From an optimization exercise on the open Yosys and OpenROAD flow, aimed at small area and a short achievable clock period; shortcuts taken in it are not production practice. The RTL was checked by simulation tests, not by an equivalence proof against the original design. Power is estimated from default activity; no workload was simulated.

<file path="run.sh">
#!/bin/bash
# synth_recipe.tcl (not shown) runs the flow's synth.tcl, then flattens the netlist and writes it again
# the make line also repeats each setting of config.mk as NAME=value (left out here)
make -C /OpenROAD-flow-scripts/flow DESIGN_CONFIG=/design/flow/config.mk WORK_HOME=/design/flow/orfs CLKGATE_MAP_FILE= SYNTH_SCRIPT=/design/flow/synth_recipe.tcl finish
</file>
<file path="config.mk">
export PLATFORM = sky130hd
export DESIGN_NAME = exec_mem_top
export DESIGN_NICKNAME = exec_mem_top
export VERILOG_FILES = /design/flow/design.v
export SDC_FILE = /design/flow/constraint.sdc
export NUM_CORES = 4
export LEC_CHECK = 0
export CAP_MARGIN = 20
export CORE_MARGIN = 2
export CORE_UTILIZATION = 40
export SLEW_MARGIN = 20
</file>
<file path="constraint.sdc">
create_clock -name core_clock -period 4.5 [get_ports {i_clock}]
set_input_delay 0.9000 -clock core_clock [delete_from_list [all_inputs] [get_ports {i_clock}]]
set_output_delay 0.9000 -clock core_clock [all_outputs]
set_load 0.01 [all_outputs]
</file>
<file path="design.v">
`timescale 1ns/100ps
`default_nettype none
package cpu_pkg;
    localparam int unsigned DATA_WIDTH      = 32;    
    localparam int unsigned INST_ADDR_WIDTH = 32;    
    localparam int unsigned REG_ADDR_WIDTH  = 5;     
    localparam int unsigned DMEM_DEPTH     = 64;
    localparam int unsigned DMEM_ADDR_BITS = 6;
    localparam int unsigned PC_STEP = 4;             
    typedef logic [DATA_WIDTH-1:0]      data_t;
    typedef logic [INST_ADDR_WIDTH-1:0] inst_addr_t;
    typedef logic [REG_ADDR_WIDTH-1:0]  reg_addr_t;
    typedef enum logic [3:0] {
        ALU_ADD = 4'd0,
        ALU_SUB = 4'd1,
        ALU_AND = 4'd2,
        ALU_OR  = 4'd3,
        ALU_XOR = 4'd4,
        ALU_SLL = 4'd5,
        ALU_SRL = 4'd6,
        ALU_SLT = 4'd7
    } alu_op_e;
    typedef enum logic [1:0] {
        WB_RESULT   = 2'd0,                          
        WB_LOAD     = 2'd1,                          
        WB_PC_PLUS4 = 2'd2                           
    } wb_sel_e;
endpackage
`default_nettype wire
`timescale 1ns/100ps
`default_nettype none
module execute_stage (
    input  logic [3:0]       i_alu_op,       
    input  cpu_pkg::data_t   i_operand_a,    
    input  cpu_pkg::data_t   i_operand_b,    
    output cpu_pkg::data_t   o_result        
);
    logic [4:0] shift_amount;                
    cpu_pkg::data_t      sum;
    cpu_pkg::data_t      difference;
    cpu_pkg::data_t      bit_and;
    cpu_pkg::data_t      bit_or;
    cpu_pkg::data_t      bit_xor;
    cpu_pkg::data_t      shift_left;
    cpu_pkg::data_t      shift_right;
    logic       less_than;                   
    assign shift_amount = i_operand_b[4:0];
    assign sum        = i_operand_a + i_operand_b;
    assign difference = i_operand_a - i_operand_b;
    assign bit_and = i_operand_a & i_operand_b;
    assign bit_or  = i_operand_a | i_operand_b;
    assign bit_xor = i_operand_a ^ i_operand_b;
    assign shift_left  = i_operand_a << shift_amount;
    assign shift_right = i_operand_a >> shift_amount;
    assign less_than = $signed(i_operand_a) < $signed(i_operand_b);
    always_comb begin
        case (i_alu_op)
            cpu_pkg::ALU_ADD: begin
                o_result = sum;
            end
            cpu_pkg::ALU_SUB: begin
                o_result = difference;
            end
            cpu_pkg::ALU_AND: begin
                o_result = bit_and;
            end
            cpu_pkg::ALU_OR: begin
                o_result = bit_or;
            end
            cpu_pkg::ALU_XOR: begin
                o_result = bit_xor;
            end
            cpu_pkg::ALU_SLL: begin
                o_result = shift_left;
            end
            cpu_pkg::ALU_SRL: begin
                o_result = shift_right;
            end
            cpu_pkg::ALU_SLT: begin
                o_result = {{(cpu_pkg::DATA_WIDTH-1){1'b0}}, less_than};    
            end
            default: begin
                o_result = sum;              
            end
        endcase
    end
endmodule
`default_nettype wire
`timescale 1ns/100ps
`default_nettype none
module ex_mem_register (
    input  logic                i_clock,
    input  logic                i_reset,
    input  logic                i_flush,             
    input  cpu_pkg::inst_addr_t i_pc,
    input  cpu_pkg::data_t      i_result,
    input  cpu_pkg::data_t      i_store_data,
    input  logic                i_mem_wr_enable,
    input  cpu_pkg::reg_addr_t  i_reg_wr_addr,
    input  logic                i_reg_wr_enable,
    input  logic [1:0]          i_wb_sel,
    output cpu_pkg::inst_addr_t o_pc,
    output cpu_pkg::data_t      o_result,
    output cpu_pkg::data_t      o_store_data,
    output logic                o_mem_wr_enable,
    output cpu_pkg::reg_addr_t  o_reg_wr_addr,
    output logic                o_reg_wr_enable,
    output logic [1:0]          o_wb_sel
);
    always_ff @(posedge i_clock) begin
        if (i_reset) begin
            o_pc            <= '0;
            o_result        <= '0;
            o_store_data    <= '0;
            o_mem_wr_enable <= 1'b0;
            o_reg_wr_addr   <= '0;
            o_reg_wr_enable <= 1'b0;
            o_wb_sel        <= cpu_pkg::WB_RESULT;
        end else begin
            o_pc            <= i_pc;
            o_result        <= i_result;
            o_store_data    <= i_store_data;
            o_reg_wr_addr   <= i_reg_wr_addr;
            o_wb_sel        <= i_wb_sel;
            o_mem_wr_enable <= i_flush ? 1'b0 : i_mem_wr_enable;
            o_reg_wr_enable <= i_flush ? 1'b0 : i_reg_wr_enable;
        end
    end
endmodule
`default_nettype wire
`timescale 1ns/100ps
`default_nettype none
module memory_stage (
    input  logic                i_clock,
    input  logic                i_reset,
    input  cpu_pkg::inst_addr_t i_pc,
    input  cpu_pkg::data_t      i_result,             
    input  cpu_pkg::data_t      i_store_data,
    input  logic                i_mem_wr_enable,
    input  cpu_pkg::reg_addr_t  i_reg_wr_addr,
    input  logic                i_reg_wr_enable,
    input  logic [1:0]          i_wb_sel,
    output cpu_pkg::data_t      o_wb_data,
    output cpu_pkg::reg_addr_t  o_wb_reg_addr,
    output logic                o_wb_reg_wr_enable
);
    cpu_pkg::data_t                     dmem [cpu_pkg::DMEM_DEPTH];     
    logic [cpu_pkg::DMEM_ADDR_BITS-1:0] word_index;
    cpu_pkg::data_t                     load_data;
    cpu_pkg::data_t                     pc_plus4;
    cpu_pkg::data_t                     wb_data_next;
    assign word_index = i_result[cpu_pkg::DMEM_ADDR_BITS+1:2];
    assign load_data = dmem[word_index];
    assign pc_plus4 = i_pc + cpu_pkg::PC_STEP;
    always_ff @(posedge i_clock) begin
        if (i_mem_wr_enable) begin
            dmem[word_index] <= i_store_data;
        end
    end
    always_comb begin
        case (i_wb_sel)
            cpu_pkg::WB_RESULT: begin
                wb_data_next = i_result;
            end
            cpu_pkg::WB_LOAD: begin
                wb_data_next = load_data;
            end
            cpu_pkg::WB_PC_PLUS4: begin
                wb_data_next = pc_plus4;     
            end
            default: begin
                wb_data_next = i_result;
            end
        endcase
    end
    always_ff @(posedge i_clock) begin
        if (i_reset) begin
            o_wb_data          <= '0;
            o_wb_reg_addr      <= '0;
            o_wb_reg_wr_enable <= 1'b0;
        end else begin
            o_wb_data          <= wb_data_next;
            o_wb_reg_addr      <= i_reg_wr_addr;
            o_wb_reg_wr_enable <= i_reg_wr_enable;
        end
    end
endmodule
`default_nettype wire
`timescale 1ns/100ps
`default_nettype none
module exec_mem_top (
    input  logic                i_clock,
    input  logic                i_reset,
    input  cpu_pkg::inst_addr_t i_pc,
    input  logic [3:0]          i_alu_op,
    input  cpu_pkg::data_t      i_operand_a,
    input  cpu_pkg::data_t      i_operand_b,
    input  cpu_pkg::data_t      i_store_data,
    input  logic                i_mem_wr_enable,
    input  cpu_pkg::reg_addr_t  i_reg_wr_addr,
    input  logic                i_reg_wr_enable,
    input  logic [1:0]          i_wb_sel,
    input  logic                i_flush,
    output cpu_pkg::data_t      o_wb_data,
    output cpu_pkg::reg_addr_t  o_wb_reg_addr,
    output logic                o_wb_reg_wr_enable
);
    cpu_pkg::data_t      ex_result;                   
    cpu_pkg::inst_addr_t mem_pc;
    cpu_pkg::data_t      mem_result;
    cpu_pkg::data_t      mem_store_data;
    logic       mem_mem_wr_enable;
    cpu_pkg::reg_addr_t  mem_reg_wr_addr;
    logic       mem_reg_wr_enable;
    logic [1:0]          mem_wb_sel;
    execute_stage u_execute_stage (
        .i_alu_op    (i_alu_op),
        .i_operand_a (i_operand_a),
        .i_operand_b (i_operand_b),
        .o_result    (ex_result)
    );
    ex_mem_register u_ex_mem_register (
        .i_clock         (i_clock),
        .i_reset         (i_reset),
        .i_flush         (i_flush),
        .i_pc            (i_pc),
        .i_result        (ex_result),
        .i_store_data    (i_store_data),
        .i_mem_wr_enable (i_mem_wr_enable),
        .i_reg_wr_addr   (i_reg_wr_addr),
        .i_reg_wr_enable (i_reg_wr_enable),
        .i_wb_sel        (i_wb_sel),
        .o_pc            (mem_pc),
        .o_result        (mem_result),
        .o_store_data    (mem_store_data),
        .o_mem_wr_enable (mem_mem_wr_enable),
        .o_reg_wr_addr   (mem_reg_wr_addr),
        .o_reg_wr_enable (mem_reg_wr_enable),
        .o_wb_sel        (mem_wb_sel)
    );
    memory_stage u_memory_stage (
        .i_clock            (i_clock),
        .i_reset            (i_reset),
        .i_pc               (mem_pc),
        .i_result           (mem_result),
        .i_store_data       (mem_store_data),
        .i_mem_wr_enable    (mem_mem_wr_enable),
        .i_reg_wr_addr      (mem_reg_wr_addr),
        .i_reg_wr_enable    (mem_reg_wr_enable),
        .i_wb_sel           (mem_wb_sel),
        .o_wb_data          (o_wb_data),
        .o_wb_reg_addr      (o_wb_reg_addr),
        .o_wb_reg_wr_enable (o_wb_reg_wr_enable)
    );
endmodule
`default_nettype wire
</file>
==> reports/results.tsv <==
stage	metric	value	unit
power_and_ir_drop	clock share of power	38.6	%
yosys	area leader, netlist	edfxtp_1	
sta	crit share post-route	88.4	%
worst_setup_path	worst reg2reg path depth	7	
hold_path	hold path depth	1	
cells_and_area	commonest non-fill, non-tap cell in the layout	edfxtp_1	
yosys	syn nets	5760	
hold_path	Hold WC Path Type	register to register	
sta	final hold violations	0	
worst_setup_path	WP data arrival	4.69	ns
sta	Least-Margin Pin Slew	1.13	ns
sta	Slew Limit Headroom	24.6	%
yosys	Synth top area share	70.7	%
sta	max-slew violations	0	
clock_network	post-cts resize count	0	
worst_setup_path	Worst R2R End	u_memory_stage.o_wb_data[7]$_SDFF_PP0_	
clock_network	# clock sinks	2191	
cells_and_area	layout cell share with drive strength beyond 1	16.5	%
global_routing	largest net degree at the start of global routing	83	
worst_setup_path	critical path required time	5.22	ns
yosys	sequential area share after synthesis	74.0	%
power_and_ir_drop	peak supply drop	0.390	mV
hold_path	Hold Path Origin	u_ex_mem_register.o_reg_wr_addr[2]$_SDFF_PP0_	
cells_and_area	NumNets Final	6288	
hold_path	Hold Path End	u_memory_stage.o_wb_reg_addr[2]$_SDFF_PP0_	
flow_run	Max-cap violations	0	
yosys	Cell variety after synth	92	
power_and_ir_drop	part of the power in registers	49.1	%
yosys	largest cells by area after synthesis	edfxtp_1 (71%), a22oi_1 (7.0%), dfxtp_1 (3.3%)	
clock_network	CTS Hold Bufs	0	
place	RD Place Congestion	0.997	
floorplan	die span in y	470	um
worst_setup_path	R2R Setup Slk	0.52	ns
floorplan	# IOs	182	
route	wirelength, routed	308	mm
cells_and_area	Area Overhead vs Synth	18.6	%
sta	RSZ-0062 raised after global routing	no	
yosys	Post-synth EDFFs	2048	
route	Routed WL per cell	34.0	um
worst_setup_path	startpoint types	register	
cells_and_area	fin area	103000	um2
sta	Clock Skews	0.0901	ns
power_and_ir_drop	Lkg Pwr	30.7	nW
place	HPWL after DPL	198	mm
route	vias per std cell	6.37	
place	Area after DPL	96100	um2
route	drt first pass iters	7	
yosys	synthesized flop and latch total	2191	
floorplan	core area	217000	um2
clock_network	setup bufs post-CTS	0	
sta	minimum clock period	3.98	ns
global_routing	vias in the first global route	54100	
clock_network	Inserted Clock Buffers	215	
global_routing	first-pass GRT wire length	430	mm
power_and_ir_drop	Gate power share	12.3	%
route	DRC viols	0	
route	Final ANT Viol Nets	0	
status	status	no timing/DRC/antenna violations	
yosys	Post-Syn Area	86900	um2
global_routing	GRT Residual Overflow	0	
route	Via Count	57800	
clock_network	latest clock arrival within the worst-skew pair	0.88	ns
clock_network	H-tree depth	4	
power_and_ir_drop	sw frac	25.6	%
place	port bufs	181	
worst_setup_path	nature of the critical path endpoint	register	
floorplan	row cnt	171	
clock_network	clock slew at reported path FFs	0.06	ns
route	DRT iter0 DRCs	8877	
cells_and_area	most frequent cells in the layout	edfxtp_1 (2,048), a22oi_1 (806), buf_4 (438)	
yosys	Post-synth top flop	edfxtp_1	
clock_network	Root Buffer	clkbuf_16	
floorplan	die width	470	um
yosys	Mapped Avg Cell Area	15.8	um2
floorplan	die area	221000	um2
clock_network	clock tree buffer depth	3	
sta	setup TNS	0	ns
global_routing	GRT Resource Usage Total	27.2	%
power_and_ir_drop	power density over cell area	447	nW/um2
power_and_ir_drop	Int Pwr	34.3	mW
place	placed cells	8679	
yosys	Async SR Flop Fraction	0	%
global_routing	initial antenna violation count	19	
power_and_ir_drop	Net Switching	11.8	mW
clock_network	CTS tree	yes	
yosys	Synth Instances	5514	
worst_setup_path	Setup Crit Path Kind	register to register	
floorplan	Initial Utilization	40.1	%
yosys	synth warn	3	
cells_and_area	Layout Cells excl Fill	9081	
worst_setup_path	r2r startpoint	u_ex_mem_register.o_result[5]$_SDFF_PP0_	
sta	Setup Viol. Count Final	0	
sta	Highest Clock Rate	0.251	GHz
worst_setup_path	Max FO, Critical Path	14	
metal layers:
layer / GRT usage, % / up-vias / share of wire [%]
li1: - / 23700 / -
met1: 39.4 / 29800 / 41
met2: 41.3 / 3790 / 45
met3: 5.63 / 449 / 11
met4: 7.58 / 10 / 3.0
met5: 0 / - / 0.018
synth_stat cells, drive strengths merged, types with 13 or more instances:
cell    instances
a211oi         20
a21o           15
a21oi         213
a221oi        159
a22o          116
a22oi         806
a31oi         130
a41oi          88
buf           234
clkbuf        154
dfxtp         143
edfxtp       2048
ha            100
inv            94
mux2i          54
mux4           43
nand2         129
nand3          68
nand4          81
nor2          223
nor2b         112
nor3           69
nor4           37
o21ai          97
o21bai         16
o22ai          27
o31ai          16
or3            18
xnor2          41
xor2           13
cell type report:
class	count	area (um2)
diodes	3	7.51
clock buffers	271	5680
clock inverters	128	1290
fillers	18400	113000
inverters	98	368
multi-input cells	2837	21000
flip-flops and latches	2191	64400
well taps	2854	3570
repair buffers	699	6710
flip-flops by register name, summed over array words and instances, names as in the netlist, 2 cells and up:
| signal | cells |
|---|---|
| u_ex_mem_register.o_pc | 32 |
| u_ex_mem_register.o_store_data | 32 |
| u_ex_mem_register.o_result | 32 |
| u_ex_mem_register.o_wb_sel | 2 |
| u_ex_mem_register.o_reg_wr_addr | 5 |
| u_memory_stage.dmem | 2048 |
| u_memory_stage.o_wb_reg_addr | 5 |
| u_memory_stage.o_wb_data | 32 |
per-stage QoR:
stage          worst slack (ns)  total power [mW]  hold slack [ns]  utilization [%]
2_1_floorplan             0.365              25.6            0.414                -
3_3_place_gp            0.00302              28.6            0.423             44.3
3_5_place_dp              0.111              28.6            0.432             44.4
4_1_cts                   0.674              46.1            0.449             47.6
5_1_grt                   0.590              47.3            0.472             47.6
6_report                  0.523              46.1            0.441             47.6
cell families after synthesis:
family,count (synthesis),share of synthesized area (%)
muxes,100,1.77
buffers and inverters,486,2.43
xor gates and xnor gates,54,0.544
DFF,2191,74.0
adders and majority gates,102,1.49
AOI/OAI and AO/OA,1782,15.1
and+or+nand+nor,799,4.66
how the worst max path moves through the flow:
stage | end | slack, ns | startpoint
after CTS | u_memory_stage.o_wb_data[28]$_SDFF_PP0_ | 0.67 | u_ex_mem_register.o_result[5]$_SDFF_PP0_
after global routing | u_memory_stage.o_wb_data[28]$_SDFF_PP0_ | 0.59 | u_ex_mem_register.o_result[5]$_SDFF_PP0_
after global placement | u_ex_mem_register.o_result[20]$_SDFF_PP0_ | 0.003 | i_operand_a[0]
after detailed placement | u_ex_mem_register.o_result[16]$_SDFF_PP0_ | 0.11 | i_operand_a[0]
final | u_memory_stage.o_wb_data[7]$_SDFF_PP0_ | 0.52 | u_ex_mem_register.o_result[5]$_SDFF_PP0_
after floorplan | u_ex_mem_register.o_result[29]$_SDFF_PP0_ | 0.36 | i_operand_b[3]
power by group through the flow:
stage / registers, mW / logic, mW / clock network, mW
2_1_floorplan: 23.1 / 2.54 / 0
3_3_place_gp: 23.0 / 5.52 / 0
3_5_place_dp: 23.0 / 5.54 / 0
4_1_cts: 22.6 / 5.56 / 18.0
5_1_grt: 22.6 / 5.91 / 18.7
6_report: 22.6 / 5.68 / 17.8
worst max-delay path: stages (launching register included):
cell and delay [ns]:
dfxtp_1 1.01, or3_2 0.61, buf_4 0.27, a41oi_1 0.06
a21oi_1 0.88, nand3_1 0.42, a221oi_1 0.42, nor3_1 0.14

-- static timing again, ports no longer ideal --
The flow's constraints put no driver on any port. The routed layout listed below was extracted and timed again, unchanged, in two steps.
Step 1 sets driving cells, clkbuf_16 on the clock port and buf_2 on the other inputs (assumed; they add their load-dependent delay and slew).
Step 2 also shifts input and output timing later by t, the mid clock arrival at the registers, as if the neighbouring blocks saw the same clock.
Slacks: ideal ports / drivers / drivers and shift; pairs: ideal ports / drivers.
t, ns: 0.923
slack for setup (ns): 0.523 / 0.523 / 0.078
pins driven straight from the clock port: 1
After both steps setup and hold are still met in this run. For this run, drivers alone change the setup slack by 0.000 ns; drivers and shift together by -0.445 ns.
